What follows belongs to an exercise in optimizing a design on an open flow for small area, a short achievable clock period and few clock cycles; a production flow would make more cautious choices.
Function was checked by simulation only, so behaviour that the tests miss may differ from the original.
No driver is modelled on the clock port, so clocking that relies on it looks cheaper here than on a real chip.
Power and IR drop assume default switching activity.

==> flow/design.v (excerpt) <==
module fixed_arith_top
#(
  parameter int ADDR_W = 5
)
(
  input  logic              clk,
  input  logic              rst_n,
  input  logic [ADDR_W-1:0] awaddr,
  input  logic              awvalid,
  output logic              awready,
  input  logic [31:0]       wdata,
  input  logic [3:0]        wstrb,
  input  logic              wvalid,
  output logic              wready,
  output logic [1:0]        bresp,
  output logic              bvalid,
  input  logic              bready,
  input  logic [ADDR_W-1:0] araddr,
  input  logic              arvalid,
  output logic              arready,
  output logic [31:0]       rdata,
  output logic [1:0]        rresp,
  output logic              rvalid,
  input  logic              rready
);
Size in the first run: about 170 flip-flops, about 94 I/O pins.
Settings: LEC_CHECK=0, CAP_MARGIN=20, CORE_MARGIN=2, CORE_UTILIZATION=65, CTS_BUF_LIST=sky130_fd_sc_hd__clkbuf_8, SETUP_SLACK_MARGIN=2.5, SLEW_MARGIN=20, SYNTH_HIERARCHICAL=1, SYNTH_MINIMUM_KEEP_SIZE=0; clock period 5.5 ns.
standard.sh (not shown) runs the stock make flow with config.mk's settings and CLKGATE_MAP_FILE= SYNTH_SCRIPT=/design/flow/synth_recipe.tcl, a recipe that flattens the netlist after the stock synthesis.
==> flow/flow/run.sh <==
#!/bin/bash
# The standard layout with two changes:
#  - the smallest plain buffer on each port, in place of the delay buffer
#    ORFS's buffer_ports picks by default;
#  - after CTS, useful clock skew between the multiplier's pipeline stages
#    (flow/skew.tcl): the operand registers get their clock early and the
#    rdata registers late. Then the standard flow goes on from global routing.
set -euo pipefail
here=$(pwd)
res=$here/orfs/results/sky130hd/fixed_arith_top/base
bufs="BUFFER_PORTS_ARGS=-buffer_cell sky130_fd_sc_hd__buf_1"
source flow/skew.env
bash standard.sh "$bufs" SETUP_SLACK_MARGIN=$MARGIN_CTS cts > standard_cts.log 2>&1
cp $res/4_cts.odb $here/4_cts_noskew.odb
ODB_IN=$here/4_cts_noskew.odb SDC_IN=$res/4_cts.sdc ODB_OUT=$res/4_cts.odb \
  openroad -no_init -exit flow/skew.tcl > skew.log 2>&1
rm -f $here/4_cts_noskew.odb
bash standard.sh "$bufs" SETUP_SLACK_MARGIN=$MARGIN_ROUTE finish > standard_finish.log 2>&1
==> flow/flow/skew.env <==
# settings of flow/run.sh and flow/skew.tcl
export MARGIN_CTS=2.5
export MARGIN_ROUTE=3.0
export LATE_SPECS='{{u_regs.rdata*} sky130_fd_sc_hd__clkbuf_4 4 8}'
export EARLY_PAT="u_regs.operands* u_regs.b_one* u_regs.b_two*"
export EARLY_BUF=sky130_fd_sc_hd__clkbuf_16
export EARLY_N=3
export CLK_NET=clk
Other scripts of this flow, unchanged in this note and not shown: flow/flow/skew.tcl
The first run finished with timing, DRC and antenna clean.
Testbench counts at the start, summed over its fixed seeds: cycles 7,706.
Edit:
--- a/flow/flow/skew.env
+++ b/flow/flow/skew.env
@@ -5,4 +5,4 @@
 export EARLY_PAT="u_regs.operands* u_regs.b_one* u_regs.b_two*"
 export EARLY_BUF=sky130_fd_sc_hd__clkbuf_16
-export EARLY_N=3
+export EARLY_N=2
 export CLK_NET=clk
- CORE_UTILIZATION: 65 -> 75
The new run finished with timing, DRC and antenna clean.
Final cell count is lower by a few percent.
Area after synthesis is unchanged.
Maximum frequency fell slightly.
Worst setup slack loses 0.042 ns.
Die area came out lower by roughly a tenth.
Wire length rose by a few percent.
Sequential share of layout area barely changes.
Sequential power barely changes.
Core utilization goes up by 12 points.
Edit:
- CORE_UTILIZATION: 75 -> 65
- CTS_BUF_LIST: sky130_fd_sc_hd__clkbuf_8 -> default
Outcome: The changed run completed with no timing, DRC or antenna violations; wire length drops by about 4%; cell area went up by about 1%; final cell count rises by 2.6%; fmax grows by about 0.7%; clock power climbs by about 25%; synthesized area does not change; setup slack is better by 0.019 ns; die area grows by about 15%; utilization is lower by 11 points; register-to-register slack gets better by 0.02 ns; worst hold slack improves by 0.055 ns.
Edit:
--- a/flow/flow/run.sh
+++ b/flow/flow/run.sh
@@ -1,5 +1,5 @@
 #!/bin/bash
 # The standard layout with two changes:
-#  - the smallest plain buffer on each port, in place of the delay buffer
+#  - a small plain buffer (buf_2) on each port, in place of the delay buffer
 #    ORFS's buffer_ports picks by default;
 #  - after CTS, useful clock skew between the multiplier's pipeline stages
@@ -9,5 +9,5 @@
 here=$(pwd)
 res=$here/orfs/results/sky130hd/fixed_arith_top/base
-bufs="BUFFER_PORTS_ARGS=-buffer_cell sky130_fd_sc_hd__buf_1"
+bufs="BUFFER_PORTS_ARGS=-buffer_cell sky130_fd_sc_hd__buf_2"
 source flow/skew.env
 bash standard.sh "$bufs" SETUP_SLACK_MARGIN=$MARGIN_CTS cts > standard_cts.log 2>&1
==> flow/flow/skew.env (replaced) <==
# settings of flow/run.sh and flow/skew.tcl
export MARGIN_CTS=2.5
export MARGIN_ROUTE=3.05
export LATE_SPECS='{{u_regs.rdata*} sky130_fd_sc_hd__clkbuf_4 5 8}'
export EARLY_PAT="u_regs.operands* u_regs.b_one* u_regs.b_two*"
export EARLY_BUF=sky130_fd_sc_hd__clkbuf_16
export EARLY_N=3
export CLK_NET=clk
- CTS_BUF_LIST: default -> sky130_fd_sc_hd__clkbuf_8
After rerunning: Cell area decreases by 0.43%. Non-clock buffer count increases by 10. First-iteration DRC count decreases by 12%. Worst setup slack is worse by 0.12 ns. Worst hold slack is worse by 0.15 ns.

-- separate check: timing with driven ports --
Ports are ideal in the flow. The routed layouts listed here were re-timed in OpenROAD. Step 1 sets driving cells, clkbuf_16 on the clock port and buf_2 on the other inputs (assumed; they add their load-dependent delay and slew). Step 2, shift: input delay + t, output delay - t, t = (earliest + latest rising clock arrival at the registers) / 2. This alone moves slack from input paths to output paths. Slacks: no drivers / after step 1 / after step 2; pairs: no drivers / after step 1.
run	shift t [ns]	slack for setup (ns)	latest minus earliest clock arrival (ns)
the first run	0.628	2.938 / 2.862 / 2.601	0.825 / 0.826
the second run	0.649	2.895 / 2.825 / 2.568	0.847 / 0.848
the third run	0.606	2.914 / 2.914 / 2.644	0.761 / 0.760
the fourth run	0.694	2.798 / 2.712 / 2.547	0.950 / 0.950
Clock arrivals are far apart in every run listed, so t is only a midpoint there and step 2 fits no single register. For the first run, which loses most, drivers alone change the setup slack by -0.076 ns; drivers and shift together by -0.337 ns.
